Background: an optimization exercise with open tools, aiming at small area, a short achievable clock period and few clock cycles per item. Do not read the settings as production practice. At most, simulation tests tie the RTL to the original design; equivalence was not proved. Power figures rest on the tool's default switching activity, not on a simulated workload.

## lagoon
==> flow/design.v (excerpt) <==
module aes_dec_top
(
    input  logic        clk,
    input  logic        reset,
    input  logic [11:0] paddr,
    input  logic        psel,
    input  logic        penable,
    input  logic        pwrite,
    input  logic [31:0] pwdata,
    output logic [31:0] prdata,
    output logic        pready,
    output logic        pslverr
);
clock: 10.0 ns
lec_check: 0
cap_margin: 20
core_margin: 2
core_utilization: 40
cts_cluster_diameter: 100
cts_cluster_size: 25
slew_margin: 20
standard.sh (not shown) runs the stock make flow with config.mk's settings and CLKGATE_MAP_FILE= SYNTH_SCRIPT=/design/flow/synth_recipe.tcl, a recipe that flattens the netlist after the stock synthesis.
==> flow/flow/run.sh <==
#!/bin/bash
# The standard layout (standard.sh, its synthesis unchanged) with two changes to how the layout
# is made: the port buffers are buf_2 cells, and timing repair works until the setup slack reaches
# SETUP_SLACK_MARGIN, well above zero at the 10 ns clock. The tools' output goes to standard.log.
set -euo pipefail
export SETUP_SLACK_MARGIN=6.6
export BUFFER_PORTS_ARGS="-buffer_cell sky130_fd_sc_hd__buf_2"
bash standard.sh > standard.log 2>&1
Testbench counts of lagoon, summed over its fixed seeds: cycles 6,912, blocks 192.
Inputs modified between lagoon and quartz:
Settings: TNS_END_PERCENT newly set to 5.
diff --git a/flow/flow/run.sh b/flow/flow/run.sh
--- a/flow/flow/run.sh
+++ b/flow/flow/run.sh
@@ -5,3 +5,3 @@
 set -euo pipefail
-export SETUP_SLACK_MARGIN=6.6
+export SETUP_SLACK_MARGIN=7.3
 export BUFFER_PORTS_ARGS="-buffer_cell sky130_fd_sc_hd__buf_2"
[summary]
- Against lagoon, quartz comes in 0.35% higher on first-pass GRT wire length.
- Between quartz and lagoon, the clock network fraction of total power does not differ in any meaningful way.
- The cell area after placement on lagoon is in line with that on quartz.
- Against lagoon, post-detailed-placement half-perimeter wirelength in quartz came out better.
- The count of clock-buffer cells in the layout reported for quartz is smaller than that of lagoon by 11.
- In the metrics for lagoon and quartz, the one carrying the lower sequential share of cell area is quartz.
- quartz vs. lagoon: post-route met1 wirelength went up, power density over the cells dropped 5.6 nW/um2, global-route total usage across every layer flat, final core area utilization went up.
- quartz reports its destination of the critical timing path as i_aes_dec_regs.prdata_q[18] while lagoon reports i_aes_dec_engine.norm_q[3].
- Standby leakage power, lagoon and quartz: larger value in quartz
Changes in ember relative to quartz:
Settings: CORE_UTILIZATION now 60, was 40.
diff --git a/flow/flow/run.sh b/flow/flow/run.sh
--- a/flow/flow/run.sh
+++ b/flow/flow/run.sh
@@ -5,3 +5,3 @@
 set -euo pipefail
-export SETUP_SLACK_MARGIN=7.3
+export SETUP_SLACK_MARGIN=7.0
 export BUFFER_PORTS_ARGS="-buffer_cell sky130_fd_sc_hd__buf_2"
### Flow results
- ember vs quartz — initial DRC count dropped by a few percent
- Compare ember and quartz | arrival time at the worst endpoint higher: quartz
- Row source-to-sink clock delay at the later pin of the worst-skew pair: ember lower / quartz higher
- First-pass GRT wire length shrinks by a few percent when moving from quartz to ember.
- Complex-gate fraction of the synthesized area: quartz vs ember identical
- Between ember and quartz, it is ember whose number of non-clock inverters is higher, by 1.
- Between ember and quartz, the worst hold slack after final layout is lower for quartz.
- quartz → ember: setup slack increased 45 ps; register fraction of the total cell area moved up.
For juniper, these inputs were changed with respect to ember:
Settings: swapping 60 for 40 in CORE_UTILIZATION.
Results
In juniper, aggregate routed wire length is higher than in ember. | setup slack | juniper vs ember | 61 ps higher |. Per the comparison of juniper with ember, fraction of final layout cells sized beyond drive strength 1 saw a decrease, global placement routability congestion saw an increase.

Another version of the RTL of aes_dec_top (not shown whole).
Size in the first run: about 7300 cells after synthesis, about 83 I/O pins, about 95000 um2 of cells after synthesis.
==> flow/config.mk <==
export PLATFORM = sky130hd
export DESIGN_NAME = aes_dec_top
export DESIGN_NICKNAME = aes_dec_top
export VERILOG_FILES = /design/flow/design.v
export SDC_FILE = /design/flow/constraint.sdc
export NUM_CORES = 8
export LEC_CHECK = 0
export ABC_CLOCK_PERIOD_IN_PS = 3000
export CAP_MARGIN = 20
export CORE_MARGIN = 2
export CORE_UTILIZATION = 40
export SLEW_MARGIN = 20
==> flow/constraint.sdc <==
create_clock -name core_clock -period 10.0 [get_ports {clk}]
set_input_delay 2.0000 -clock core_clock [delete_from_list [all_inputs] [get_ports {clk}]]
set_output_delay 2.0000 -clock core_clock [all_outputs]
set_load 0.01 [all_outputs]
==> flow/flow/run.sh <==
#!/bin/bash
# The standard layout (standard.sh, its synthesis unchanged) with two changes to how the layout
# is made: the port buffers are buf_2 cells, and timing repair works until the setup slack reaches
# SETUP_SLACK_MARGIN, well above zero at the 10 ns clock. The tools' output goes to standard.log.
set -euo pipefail
export SETUP_SLACK_MARGIN=6.6
export BUFFER_PORTS_ARGS="-buffer_cell sky130_fd_sc_hd__buf_2"
bash standard.sh > standard.log 2>&1
The starting point completed with no timing, DRC or antenna violations.
Rerun with:
--- a/flow/flow/run.sh
+++ b/flow/flow/run.sh
@@ -4,5 +4,5 @@
 # SETUP_SLACK_MARGIN, well above zero at the 10 ns clock. The tools' output goes to standard.log.
 set -euo pipefail
-export SETUP_SLACK_MARGIN=6.6
+export SETUP_SLACK_MARGIN=6.4
 export BUFFER_PORTS_ARGS="-buffer_cell sky130_fd_sc_hd__buf_2"
 bash standard.sh > standard.log 2>&1
Result:
- setup slack loses 0.17 ns
- utilization fell by 0.91 points
- final area fell by 2.0%
- count of clock-buffer cells in the layout fell by 11
- final cell count fell by 1.2%
- routed wire length fell by 2.2%
No functional check of the RTL was part of any run of this note.

## job 5706
aes_dec_top, a different RTL version from the one above (not shown whole).
Size: ~7300 cells after synthesis, about 1900 flip-flops, ~83 I/O pins.
Settings: LEC_CHECK=0, ABC_CLOCK_PERIOD_IN_PS=3000, CAP_MARGIN=20, CORE_MARGIN=2, CORE_UTILIZATION=40, SLEW_MARGIN=20; clock period 10.0 ns.
==> flow/flow/run.sh <==
#!/bin/bash
# The standard layout (standard.sh, its synthesis unchanged) with two changes to how the layout
# is made: the port buffers are buf_2 cells, and timing repair works until the setup slack reaches
# SETUP_SLACK_MARGIN, well above zero at the 10 ns clock. The tools' output goes to standard.log.
set -euo pipefail
export SETUP_SLACK_MARGIN=6.8
export BUFFER_PORTS_ARGS="-buffer_cell sky130_fd_sc_hd__buf_2"
bash standard.sh > standard.log 2>&1
Job 5706 completed end to end with timing, DRC and antenna clean.
Testbench counts of job 5706, summed over its fixed seeds: cycles 6,912, blocks 192.
## Diff of input files: job 7452 against job 5706
diff --git a/flow/flow/run.sh b/flow/flow/run.sh
--- a/flow/flow/run.sh
+++ b/flow/flow/run.sh
@@ -4,5 +4,5 @@
 # SETUP_SLACK_MARGIN, well above zero at the 10 ns clock. The tools' output goes to standard.log.
 set -euo pipefail
-export SETUP_SLACK_MARGIN=6.8
+export SETUP_SLACK_MARGIN=6.4
 export BUFFER_PORTS_ARGS="-buffer_cell sky130_fd_sc_hd__buf_2"
 bash standard.sh > standard.log 2>&1
## What came out
Every stage of the flow completed for job 7452, and the final layout passed the timing, design-rule and antenna checks.
Job 7452 vs job 5706: met1 routed wirelength after detailed routing down
Lower longest individual stage delay on the worst path goes to job 5706 over job 7452.
Status: total power parity (job 7452, job 5706)
Going from job 5706 to job 7452, total length of routed wires lost 28000 um, clock skew -0.016 ns, global-route wire length before repair -5.6%.
Combinational fraction of design power: job 7452 vs job 5706 down 1.1 points

## rev 12
aes_dec_top with an RTL version that a note above also has.
Size in the first run: ~96000 um2 of cells after synthesis.
export LEC_CHECK = 0
export CAP_MARGIN = 20
export CORE_MARGIN = 2
export CORE_UTILIZATION = 40
export CTS_CLUSTER_DIAMETER = 100
export CTS_CLUSTER_SIZE = 25
export SLEW_MARGIN = 20
create_clock -name core_clock -period 10.0 [get_ports {clk}]
==> flow/flow/run.sh <==
#!/bin/bash
# The standard layout (standard.sh, its synthesis unchanged) with two changes to how the layout
# is made: the port buffers are buf_2 cells, and timing repair works until the setup slack reaches
# SETUP_SLACK_MARGIN, well above zero at the 10 ns clock. The tools' output goes to standard.log.
set -euo pipefail
export SETUP_SLACK_MARGIN=6.8
export BUFFER_PORTS_ARGS="-buffer_cell sky130_fd_sc_hd__buf_2"
bash standard.sh > standard.log 2>&1
Rev 12 went all the way through synthesis, placement and routing and the layout is clean on timing, DRC and antenna.
Testbench counts of rev 12, summed over its fixed seeds: cycles 6,912, blocks 192.
The inputs of rev 13 differ from those of rev 12 as listed below.
-- flow/config.mk --
<<< rev 12, line 13
export SLEW_MARGIN = 20
>>> rev 13, line 13
export SLEW_MARGIN = 20
export TNS_END_PERCENT = 5
Results
Rev 12 → rev 13: count of cells resized by post-cts repair moved down; post-layout minimum cycle time shows an increase of 120 ps; fraction of standard cell area that is sequential up 1.1 points. Setup slack ended up 120 ps lower on rev 13 than on rev 12. Rev 13 | status: complete | timing, DRC, antenna: pass. Fraction of the yosys area taken by sequential cells across rev 13 and rev 12: no real change. Cell count after placement essentially unchanged between rev 12 and rev 13. ~same power drawn by the sequential cells in rev 13 and rev 12.

Another version of the RTL of aes_dec_top (not shown whole).
Size: roughly 7000 cells after synthesis, about 2000 flip-flops, about 83 I/O pins, ~0.094 sq mm of cells after synthesis.
==> flow/config.mk <==
export PLATFORM = sky130hd
export DESIGN_NAME = aes_dec_top
export DESIGN_NICKNAME = aes_dec_top
export VERILOG_FILES = /design/flow/design.v
export SDC_FILE = /design/flow/constraint.sdc
export NUM_CORES = 8
export LEC_CHECK = 0
export CAP_MARGIN = 20
export CORE_MARGIN = 2
export CORE_UTILIZATION = 40
export CTS_CLUSTER_DIAMETER = 100
export CTS_CLUSTER_SIZE = 25
export SLEW_MARGIN = 20
export TNS_END_PERCENT = 0
==> flow/constraint.sdc <==
create_clock -name core_clock -period 10.0 [get_ports {clk}]
set_input_delay 2.0000 -clock core_clock [delete_from_list [all_inputs] [get_ports {clk}]]
set_output_delay 2.0000 -clock core_clock [all_outputs]
set_load 0.01 [all_outputs]
==> flow/flow/run.sh <==
#!/bin/bash
# The standard layout (standard.sh, its synthesis unchanged) with two changes to how the layout
# is made: the port buffers are buf_2 cells, and timing repair works until the setup slack reaches
# SETUP_SLACK_MARGIN, well above zero at the 10 ns clock. The tools' output goes to standard.log.
set -euo pipefail
export SETUP_SLACK_MARGIN=7.0
export BUFFER_PORTS_ARGS="-buffer_cell sky130_fd_sc_hd__buf_2"
bash standard.sh > standard.log 2>&1
Testbench counts at the start, summed over its fixed seeds: cycles 6,912, blocks 192.
==> next run, changes <==
--- a/flow/config.mk
+++ b/flow/config.mk
@@ -12,3 +12,3 @@
 export CTS_CLUSTER_SIZE = 25
 export SLEW_MARGIN = 20
-export TNS_END_PERCENT = 0
+export TNS_END_PERCENT = 20
=> The changed run finished clean. Wire length rises by 3.3%. Setup slack improved by 72 ps. Hold slack is better by 19 ps. Power climbs by 0.33%. Global-route usage went up by 0.12 points. Clock skew hardly moves.

-- port drivers added, routing unchanged --
How much do the figures lean on ideal ports? The routed layouts below were timed once more, with nothing changed but the port constraints.
Step 1 (the two cells are an assumption about what drives the block):
set clk [get_ports {clk}]
set_driving_cell -lib_cell sky130_fd_sc_hd__clkbuf_16 $clk
set_driving_cell -lib_cell sky130_fd_sc_hd__buf_2 [delete_from_list [all_inputs] $clk]
Step 2 also shifts input and output timing later by t, the mid clock arrival at the registers, as if the neighbouring blocks saw the same clock.
Slacks: ideal / step 1 / step 2; pairs: ideal / step 1.
| run | shift t [ns] | setup WS [ns] | cell pins on the clock port's net |
|---|---|---|---|
| lagoon | 0.886 | 6.506 / 6.506 / 5.711 | 1 |
| quartz | 0.881 | 6.561 / 6.547 / 5.668 | 1 |
| ember | 0.849 | 6.606 / 6.518 / 5.782 | 1 |
| juniper | 0.873 | 6.667 / 6.582 / 5.747 | 1 |
| the first run of note 2 | 0.949 | 6.525 / 6.426 / 5.477 | 1 |
| the second run of note 2 | 0.924 | 6.355 / 6.325 / 5.401 | 1 |
| job 5706 | 0.947 | 6.544 / 6.525 / 5.590 | 1 |
| job 7452 | 0.924 | 6.339 / 6.226 / 5.302 | 1 |
| rev 12 | 0.851 | 6.615 / 6.531 / 5.788 | 1 |
| rev 13 | 0.873 | 6.495 / 6.495 / 5.740 | 1 |
| the first run of note 5 | 0.880 | 6.627 / 6.544 / 5.664 | 1 |
| the second run of note 5 | 0.855 | 6.699 / 6.597 / 5.742 | 1 |
After both steps every run listed still meets setup and hold. The setup slack of the first run of note 2, which loses most, moves by -0.099 ns with the drivers and by -1.048 ns with both steps.
